From an optimization exercise on the open Yosys and OpenROAD flow, aimed at small area and a short achievable clock period; shortcuts taken in it are not production practice. At most, simulation tests tie the RTL to the original design; equivalence was not proved.

==> flow/design.v <==
`default_nettype none
package tla_pkg;
    localparam int LINE_CAPACITY_DEF = 256;
    localparam int APB_ADDR_W = 3;
    localparam int APB_DATA_W = 32;
    localparam logic REG_ECHO_ENABLE = 1'b0;
    localparam logic REG_ECHO_HIDDEN = 1'b1;
    localparam logic CMD_RECEIVE = 1'b0;
    localparam logic CMD_READ    = 1'b1;
    localparam logic [1:0] KIND_ECHO = 2'd0;
    localparam logic [1:0] KIND_LINE = 2'd1;
    localparam logic [1:0] KIND_READ = 2'd2;
    localparam logic [7:0] BS_CODE    = 8'd8;
    localparam logic [7:0] DEL_CODE   = 8'd127;
    localparam logic [7:0] SPACE_CODE = 8'd32;
    localparam logic [7:0] NL_CODE    = 8'd10;
    typedef struct packed {
        logic       cmd;
        logic [7:0] data_byte;
        logic [7:0] read_index;
    } req_item_t;
    typedef struct packed {
        logic [1:0] kind;
        logic [7:0] value;
        logic [7:0] line_length;
        logic       last;
    } rsp_item_t;
    typedef struct packed {
        logic echo_enable;
        logic echo_hidden;
    } cfg_t;
endpackage
`default_nettype wire
`default_nettype none
module tla_store #(
    parameter int INC = 1
) (
    input  wire logic        clk,
    input  wire logic        rst_n,
    output      logic [5:0]  head_next,
    input  wire logic        we,
    input  wire logic [1:0]  ring_sel,
    input  wire logic [7:0]  wdata,
    output      logic [7:0]  rdata
);
    logic [3:0][63:0][7:0] ring;
    logic [5:0]            head_next_reg;
    always_ff @(posedge clk or negedge rst_n)
    begin
        if (!rst_n)
            head_next_reg <= 6'd0;
        else
            head_next_reg <= head_next_reg + 6'(INC);
    end
    for (genvar r = 0; r < 4; r++)
    begin : g_ring
        always_ff @(posedge clk)
        begin
            ring[r][62:0] <= ring[r][63:1];
            ring[r][63]   <= (we && (ring_sel == 2'(r))) ? wdata : ring[r][0];
        end
    end
    assign head_next = head_next_reg;
    assign rdata     = ring[ring_sel][0];
endmodule
`default_nettype wire
`default_nettype none
module tla_regs (
    input  wire logic                                clk,
    input  wire logic                                rst_n,
    input  wire logic                                psel,
    input  wire logic                                penable,
    input  wire logic                                pwrite,
    input  wire logic [tla_pkg::APB_ADDR_W-1:0]      paddr,
    input  wire logic [tla_pkg::APB_DATA_W-1:0]      pwdata,
    output      logic [tla_pkg::APB_DATA_W-1:0]      prdata,
    output      logic                                pready,
    output      tla_pkg::cfg_t                       cfg
);
    logic echo_enable_reg;
    logic echo_hidden_reg;
    logic rd_bit_reg;
    logic wr_en;
    assign wr_en  = psel && penable && pwrite;
    assign pready = 1'b1;
    always_ff @(posedge clk or negedge rst_n)
    begin
        if (!rst_n)
        begin
            echo_enable_reg <= 1'b1;
            echo_hidden_reg <= 1'b0;
        end
        else if (wr_en)
        begin
            if (paddr[2])
                echo_hidden_reg <= pwdata[0];
            else
                echo_enable_reg <= pwdata[0];
        end
    end
    always_ff @(posedge clk)
    begin
        rd_bit_reg <= paddr[2] ? echo_hidden_reg : echo_enable_reg;
    end
    assign prdata = {31'd0, rd_bit_reg};
    assign cfg.echo_enable = echo_enable_reg;
    assign cfg.echo_hidden = echo_hidden_reg;
endmodule
`default_nettype wire
`default_nettype none
module tla_ctrl (
    input  wire logic                 clk,
    input  wire logic                 rst_n,
    input  wire tla_pkg::cfg_t        cfg,
    input  wire logic                 req_valid,
    output      logic                 req_ready,
    input  wire tla_pkg::req_item_t   req,
    output      logic                 rsp_valid,
    input  wire logic                 rsp_ready,
    output      tla_pkg::rsp_item_t   rsp,
    input  wire logic [5:0]           head_next,
    output      logic                 mem_we,
    output      logic [1:0]           mem_ring,
    output      logic [7:0]           mem_wdata,
    input  wire logic [7:0]           mem_rdata
);
    logic               rdy_reg;
    logic               got_reg;
    logic               wr_hit_reg, rd_hit_reg;
    logic [1:0]         ring_reg;        
    logic               out_reg;
    logic               odel_reg;        
    logic               ostep_reg;       
    logic [4:0]         lbyte_reg;       
    logic [7:0]         pos_reg;
    logic               zero_reg, full_reg;  
    logic               rhold_reg;       
    logic               rsp_valid_reg;   
    logic               rsp_busy_reg;    
    tla_pkg::rsp_item_t rsp_reg;
    logic is_del, is_ctl, is_full, pos_zero, read_top;
    logic del_reg, ctl_reg;              
    logic seeking, del_now, pending, accept;
    logic wr_next, rd_next;
    logic [7:0] addr;
    logic at_port;
    logic emit;
    logic first_res, rsp_load;
    tla_pkg::rsp_item_t first_item, out_item, load_item;
    logic [7:0] pos_acc;
    logic out_acc, odel_acc;
    assign is_del   = (req.data_byte == tla_pkg::BS_CODE) || (req.data_byte == tla_pkg::DEL_CODE);
    assign is_ctl   = (req.data_byte < tla_pkg::SPACE_CODE) && !is_del;
    assign is_full  = full_reg;
    assign pos_zero = zero_reg;
    assign read_top = (req.read_index == 8'd255);
    assign seeking = !(got_reg || rdy_reg || out_reg || wr_hit_reg || rd_hit_reg);
    assign addr      = req.cmd ? req.read_index : pos_reg;
    assign at_port   = (addr[5:0] == head_next);
    assign wr_next = seeking && req_valid && !req.cmd && !is_del && at_port;
    assign rd_next = seeking && req_valid && req.cmd && (!rsp_busy_reg || rsp_ready) &&
                     (read_top || at_port);
    assign del_now = seeking && req_valid && !req.cmd && is_del;
    assign pending = got_reg || wr_hit_reg || rd_hit_reg || del_now;
    assign accept  = rdy_reg && req_valid;
    assign mem_we    = wr_hit_reg;
    assign mem_ring  = ring_reg;
    assign mem_wdata = ctl_reg ? 8'd0 : req.data_byte;
    always_comb
    begin
        first_item = '0;
        first_res  = 1'b0;
        pos_acc    = pos_reg;
        out_acc    = 1'b0;
        odel_acc   = 1'b0;
        if (req.cmd)
        begin
            first_res = 1'b1;
        end
        else if (del_reg)
        begin
            first_item.kind  = tla_pkg::KIND_ECHO;
            first_item.value = tla_pkg::BS_CODE;
            if (!pos_zero)
            begin
                pos_acc   = pos_reg - 8'd1;
                first_res = cfg.echo_enable;
                out_acc   = cfg.echo_enable;
                odel_acc  = 1'b1;
            end
        end
        else if (ctl_reg || is_full)
        begin
            first_res = 1'b1;
            if (cfg.echo_enable)
            begin
                first_item.kind  = tla_pkg::KIND_ECHO;
                first_item.value = tla_pkg::NL_CODE;
                out_acc          = 1'b1;
                pos_acc          = ctl_reg ? pos_reg : 8'd255;
            end
            else
            begin
                first_item.kind        = tla_pkg::KIND_LINE;
                first_item.value       = ctl_reg ? req.data_byte : 8'd0;
                first_item.line_length = ctl_reg ? pos_reg : 8'd255;
                first_item.last        = 1'b1;
                pos_acc                = 8'd0;
            end
        end
        else
        begin
            first_item.kind  = tla_pkg::KIND_ECHO;
            first_item.value = req.data_byte;
            first_item.last  = 1'b1;
            first_res        = cfg.echo_enable && !cfg.echo_hidden;
            pos_acc          = pos_reg + 8'd1;
        end
    end
    always_comb
    begin
        out_item = '0;
        if (odel_reg)
        begin
            out_item.kind  = tla_pkg::KIND_ECHO;
            out_item.value = ostep_reg ? tla_pkg::BS_CODE : tla_pkg::SPACE_CODE;
            out_item.last  = ostep_reg;
        end
        else
        begin
            out_item.kind        = tla_pkg::KIND_LINE;
            out_item.value       = {3'd0, lbyte_reg};
            out_item.line_length = pos_reg;
            out_item.last        = 1'b1;
        end
    end
    assign emit = out_reg && !rsp_busy_reg;
    always_comb
    begin
        if (rd_hit_reg)
        begin
            load_item       = '0;
            load_item.kind  = tla_pkg::KIND_READ;
            load_item.value = read_top ? 8'd0 : mem_rdata;
            load_item.last  = 1'b1;
        end
        else if (out_reg)
            load_item = out_item;
        else
            load_item = first_item;
    end
    assign rsp_load = !rsp_busy_reg && !rhold_reg;
    always_ff @(posedge clk or negedge rst_n)
    begin
        if (!rst_n)
        begin
            rdy_reg       <= 1'b0;
            got_reg       <= 1'b0;
            rhold_reg     <= 1'b0;
            wr_hit_reg    <= 1'b0;
            rd_hit_reg    <= 1'b0;
            out_reg       <= 1'b0;
            pos_reg       <= 8'd0;
            rsp_valid_reg <= 1'b0;
            rsp_busy_reg  <= 1'b0;
        end
        else
        begin
            rdy_reg    <= pending && !rsp_busy_reg;
            got_reg    <= pending && rsp_busy_reg;
            rhold_reg  <= rd_hit_reg || (rhold_reg && !accept);
            wr_hit_reg <= wr_next;
            rd_hit_reg <= rd_next;
            if (accept)
            begin
                out_reg <= out_acc;
                pos_reg <= pos_acc;
            end
            else if (emit && out_item.last)
            begin
                out_reg <= 1'b0;
                if (!odel_reg)
                    pos_reg <= 8'd0;
            end
            rsp_valid_reg <= (accept && first_res) || emit || (rsp_valid_reg && !rsp_ready);
            rsp_busy_reg  <= (accept && first_res) || emit || (rsp_busy_reg && !rsp_ready);
        end
    end
    always_ff @(posedge clk)
    begin
        ring_reg <= addr[7:6];
        if (accept)
        begin
            odel_reg  <= odel_acc;
            ostep_reg <= 1'b0;
            lbyte_reg <= ctl_reg ? req.data_byte[4:0] : 5'd0;
        end
        else if (emit)
            ostep_reg <= 1'b1;
        del_reg  <= is_del;
        ctl_reg  <= is_ctl;
        zero_reg <= (pos_reg == 8'd0);
        full_reg <= (pos_reg == 8'd254);
        rsp_reg <= (load_item & {19{rsp_load}}) | (rsp_reg & {19{!rsp_load}});
    end
    assign req_ready = rdy_reg;
    assign rsp_valid = rsp_valid_reg;
    assign rsp       = rsp_reg;
endmodule
`default_nettype wire
`default_nettype none
module terminal_line_assembler #(
    parameter int LINE_CAPACITY = tla_pkg::LINE_CAPACITY_DEF
) (
    input  wire logic                            clk,
    input  wire logic                            rst_n,
    input  wire logic                            req_valid,
    output      logic                            req_ready,
    input  wire logic [16:0]                     req,
    output      logic                            rsp_valid,
    input  wire logic                            rsp_ready,
    output      logic [18:0]                     rsp,
    input  wire logic                            psel,
    input  wire logic                            penable,
    input  wire logic                            pwrite,
    input  wire logic [tla_pkg::APB_ADDR_W-1:0]  paddr,
    input  wire logic [tla_pkg::APB_DATA_W-1:0]  pwdata,
    output      logic [tla_pkg::APB_DATA_W-1:0]  prdata,
    output      logic                            pready
);
    localparam int INC = 43;
    tla_pkg::cfg_t cfg;
    logic [5:0]    head_next;
    logic          mem_we;
    logic [1:0]    mem_ring;
    logic [7:0]    mem_wdata;
    logic [7:0]    mem_rdata;
    tla_regs u_regs (
        .clk     (clk),
        .rst_n   (rst_n),
        .psel    (psel),
        .penable (penable),
        .pwrite  (pwrite),
        .paddr   (paddr),
        .pwdata  (pwdata),
        .prdata  (prdata),
        .pready  (pready),
        .cfg     (cfg)
    );
    tla_ctrl u_ctrl (
        .clk       (clk),
        .rst_n     (rst_n),
        .cfg       (cfg),
        .req_valid (req_valid),
        .req_ready (req_ready),
        .req       (req),
        .rsp_valid (rsp_valid),
        .rsp_ready (rsp_ready),
        .rsp       (rsp),
        .head_next (head_next),
        .mem_we    (mem_we),
        .mem_ring  (mem_ring),
        .mem_wdata (mem_wdata),
        .mem_rdata (mem_rdata)
    );
    tla_store #(
        .INC (INC)
    ) u_store (
        .clk   (clk),
        .rst_n (rst_n),
        .head_next (head_next),
        .we    (mem_we),
        .ring_sel (mem_ring),
        .wdata (mem_wdata),
        .rdata (mem_rdata)
    );
endmodule
`default_nettype wire
clock: 5.0 ns
lec_check: 0
cap_margin: 20
core_margin: 2
core_utilization: 72
cts_buf_list: sky130_fd_sc_hd__clkbuf_16
cts_cluster_diameter: 60
cts_cluster_size: 30
place_density: 0.8
setup_slack_margin: 3.0
slew_margin: 20
run.sh (not shown) runs the stock make flow with config.mk's settings and CLKGATE_MAP_FILE= SYNTH_SCRIPT=/design/flow/synth_recipe.tcl, a recipe that flattens the netlist after the stock synthesis.
The baseline completed without violations.
Then changed:
--- a/flow/design.v
+++ b/flow/design.v
@@ -300,9 +300,10 @@
         del_reg  <= is_del;
         ctl_reg  <= is_ctl;
         zero_reg <= (pos_reg == 8'd0);
         full_reg <= (pos_reg == 8'd254);
-        rsp_reg <= (load_item & {19{rsp_load}}) | (rsp_reg & {19{!rsp_load}});
+        if (rsp_load)
+            rsp_reg <= load_item;
     end
     assign req_ready = rdy_reg;
     assign rsp_valid = rsp_valid_reg;
     assign rsp       = rsp_reg;
The changed run completed with no timing, DRC or antenna violations.
Core utilization shrinks by 0.22 points.
Fmax goes up by 3.0%.
Worst setup slack improved by 0.068 ns.
Design area barely changes.
Count of clock-buffer cells in the layout is lower by 4.
Wire length is higher by 0.43%.
Die area is about the same.
Via count barely changes.
Function was not checked in any run of this note: the RTL went through the layout flow alone.

terminal_line_assembler, a different RTL version from the one above (not shown whole).
Size: about 2400 cells after synthesis, about 2100 flip-flops, roughly 110 I/O pins, about 0.044 mm² of cells after synthesis.
Design terminal_line_assembler, start of the top module:
module terminal_line_assembler #(
    parameter int LINE_CAPACITY = tla_pkg::LINE_CAPACITY_DEF
) (
    input  wire logic                            clk,
    input  wire logic                            rst_n,
    input  wire logic                            req_valid,
    output      logic                            req_ready,
    input  wire logic [16:0]                     req,
    output      logic                            rsp_valid,
    input  wire logic                            rsp_ready,
    output      logic [18:0]                     rsp,
    input  wire logic                            psel,
    input  wire logic                            penable,
    input  wire logic                            pwrite,
    input  wire logic [tla_pkg::APB_ADDR_W-1:0]  paddr,
    input  wire logic [tla_pkg::APB_DATA_W-1:0]  pwdata,
    output      logic [tla_pkg::APB_DATA_W-1:0]  prdata,
    output      logic                            pready
);
Settings: LEC_CHECK=0, CAP_MARGIN=20, CORE_MARGIN=2, CORE_UTILIZATION=72, CTS_BUF_LIST=sky130_fd_sc_hd__clkbuf_16, CTS_CLUSTER_DIAMETER=60, CTS_CLUSTER_SIZE=30, PLACE_DENSITY=0.8, SETUP_SLACK_MARGIN=3.0, SLEW_MARGIN=20; clock period 5.0 ns.
Then changed:
--- a/flow/design.v
+++ b/flow/design.v
@@ -35,37 +35,33 @@
 module tla_store #(
     parameter int INC = 1
 ) (
     input  wire logic        clk,
     input  wire logic        rst_n,
     output      logic [7:0]  head_next,
     input  wire logic        we,
     input  wire logic [7:0]  wdata,
     output      logic [7:0]  rdata
 );
-    logic [254:0][7:0] ring;
+    logic [255:0][7:0] ring;
     logic [7:0]        head_next_reg;
-    logic [8:0]        sum;
-    assign sum = {1'b0, head_next_reg} + 9'(INC);
     always_ff @(posedge clk or negedge rst_n)
     begin
         if (!rst_n)
             head_next_reg <= 8'd0;
-        else if (sum >= 9'd255)
-            head_next_reg <= 8'(sum - 9'd255);
         else
-            head_next_reg <= sum[7:0];
+            head_next_reg <= head_next_reg + 8'(INC);
     end
     always_ff @(posedge clk)
     begin
-        ring[253:0] <= ring[254:1];
-        ring[254]   <= we ? wdata : ring[0];
+        ring[254:0] <= ring[255:1];
+        ring[255]   <= we ? wdata : ring[0];
     end
     assign head_next = head_next_reg;
     assign rdata     = ring[0];
 endmodule
 `default_nettype wire
 `default_nettype none
 module tla_regs (
     input  wire logic                                clk,
     input  wire logic                                rst_n,
     input  wire logic                                psel,
@@ -124,37 +120,35 @@
     input  wire logic [7:0]           mem_rdata
 );
     logic               rdy_reg;
     logic               got_reg;
     logic               wr_hit_reg, rd_hit_reg;
     logic               out_reg;
     logic               odel_reg;        
     logic               ostep_reg;       
     logic [4:0]         lbyte_reg;       
     logic [7:0]         pos_reg;
-    logic               zero_reg, full_reg;  
-    logic               rhold_reg;       
     logic               rsp_valid_reg;   
     logic               rsp_busy_reg;    
     tla_pkg::rsp_item_t rsp_reg;
     logic is_del, is_ctl, is_full, pos_zero, read_top;
     logic seeking, del_now, pending, accept;
     logic wr_next, rd_next;
     logic emit;
     logic first_res, rsp_load;
     tla_pkg::rsp_item_t first_item, out_item, load_item;
     logic [7:0] pos_acc;
     logic out_acc, odel_acc;
     assign is_del   = (req.data_byte == tla_pkg::BS_CODE) || (req.data_byte == tla_pkg::DEL_CODE);
     assign is_ctl   = (req.data_byte < tla_pkg::SPACE_CODE) && !is_del;
-    assign is_full  = full_reg;
-    assign pos_zero = zero_reg;
+    assign is_full  = (pos_reg == 8'd254);
+    assign pos_zero = (pos_reg == 8'd0);
     assign read_top = (req.read_index == 8'd255);
     assign seeking = !(got_reg || rdy_reg || out_reg || wr_hit_reg || rd_hit_reg);
     assign wr_next = seeking && req_valid && !req.cmd && !is_del && (pos_reg == head_next);
     assign rd_next = seeking && req_valid && req.cmd && (!rsp_busy_reg || rsp_ready) &&
                      (read_top || (req.read_index == head_next));
     assign del_now = seeking && req_valid && !req.cmd && is_del;
     assign pending = got_reg || wr_hit_reg || rd_hit_reg || del_now;
     assign accept  = rdy_reg && req_valid;
     assign mem_we    = wr_hit_reg;
     assign mem_wdata = is_ctl ? 8'd0 : req.data_byte;
@@ -234,40 +228,38 @@
             load_item       = '0;
             load_item.kind  = tla_pkg::KIND_READ;
             load_item.value = read_top ? 8'd0 : mem_rdata;
             load_item.last  = 1'b1;
         end
         else if (out_reg)
             load_item = out_item;
         else
             load_item = first_item;
     end
-    assign rsp_load = !rsp_busy_reg && !rhold_reg;
+    assign rsp_load = rd_hit_reg || emit || (accept && first_res && !req.cmd);
     always_ff @(posedge clk or negedge rst_n)
     begin
         if (!rst_n)
         begin
             rdy_reg       <= 1'b0;
             got_reg       <= 1'b0;
-            rhold_reg     <= 1'b0;
             wr_hit_reg    <= 1'b0;
             rd_hit_reg    <= 1'b0;
             out_reg       <= 1'b0;
             pos_reg       <= 8'd0;
             rsp_valid_reg <= 1'b0;
             rsp_busy_reg  <= 1'b0;
         end
         else
         begin
-            rdy_reg    <= got_reg && !rsp_busy_reg;
-            got_reg    <= pending && !(got_reg && !rsp_busy_reg);
-            rhold_reg  <= rd_hit_reg || (rhold_reg && !accept);
+            rdy_reg    <= pending && !rsp_busy_reg;
+            got_reg    <= pending && rsp_busy_reg;
             wr_hit_reg <= wr_next;
             rd_hit_reg <= rd_next;
             if (accept)
             begin
                 out_reg <= out_acc;
                 pos_reg <= pos_acc;
             end
             else if (emit && out_item.last)
             begin
                 out_reg <= 1'b0;
@@ -281,22 +273,20 @@
     always_ff @(posedge clk)
     begin
         if (accept)
         begin
             odel_reg  <= odel_acc;
             ostep_reg <= 1'b0;
             lbyte_reg <= is_ctl ? req.data_byte[4:0] : 5'd0;
         end
         else if (emit)
             ostep_reg <= 1'b1;
-        zero_reg <= (pos_reg == 8'd0);
-        full_reg <= (pos_reg == 8'd254);
         if (rsp_load)
             rsp_reg <= load_item;
     end
     assign req_ready = rdy_reg;
     assign rsp_valid = rsp_valid_reg;
     assign rsp       = rsp_reg;
 endmodule
 `default_nettype wire
 `default_nettype none
 module terminal_line_assembler #(
@@ -311,21 +301,21 @@
     input  wire logic                            rsp_ready,
     output      logic [18:0]                     rsp,
     input  wire logic                            psel,
     input  wire logic                            penable,
     input  wire logic                            pwrite,
     input  wire logic [tla_pkg::APB_ADDR_W-1:0]  paddr,
     input  wire logic [tla_pkg::APB_DATA_W-1:0]  pwdata,
     output      logic [tla_pkg::APB_DATA_W-1:0]  prdata,
     output      logic                            pready
 );
-    localparam int INC = 64;
+    localparam int INC = 171;
     tla_pkg::cfg_t cfg;
     logic [7:0]    head_next;
     logic          mem_we;
     logic [7:0]    mem_wdata;
     logic [7:0]    mem_rdata;
     tla_regs u_regs (
         .clk     (clk),
         .rst_n   (rst_n),
         .psel    (psel),
         .penable (penable),
Final cell count fell by 0.86%; via count fell by 2.1%; routed wire length fell by 3.6%; worst hold slack degrades by 0.0046 ns; clock-buffer cell count fell by 1.
For the first run of this note, only the layout was checked, not whether the RTL still works.

re-timing with driven ports:
Ports are ideal in the flow. The routed layouts listed here were re-timed in OpenROAD. Step 1 assumes that a clkbuf_16 drives the clock port and a buf_2 every other input. Step 2 also shifts input and output timing later by t, the mid clock arrival at the registers, as if the neighbouring blocks saw the same clock. a / b / c = ideal / step 1 / step 2; a / b = the first two.
run	t (ns)	setup WS [ns]	worst setup path after step 2	slew at the worst register clock pin (ns)	worst slew at a driven data input, ns
the first run of note 1	0.714	2.642 / 2.578 / 2.273	input to register	0.12 / 0.12	0.10
the second run of note 1	0.693	2.710 / 2.652 / 2.321	input to register	0.12 / 0.12	0.08
the first run of note 2	0.715	2.759 / 2.742 / 2.065	input to register	0.13 / 0.13	0.06
the second run of note 2	0.696	2.814 / 2.749 / 2.227	input to register	0.12 / 0.12	0.05
After both steps every run listed still meets setup and hold. For the first run of note 2, which loses most, drivers alone change the setup slack by -0.017 ns; drivers and shift together by -0.694 ns.
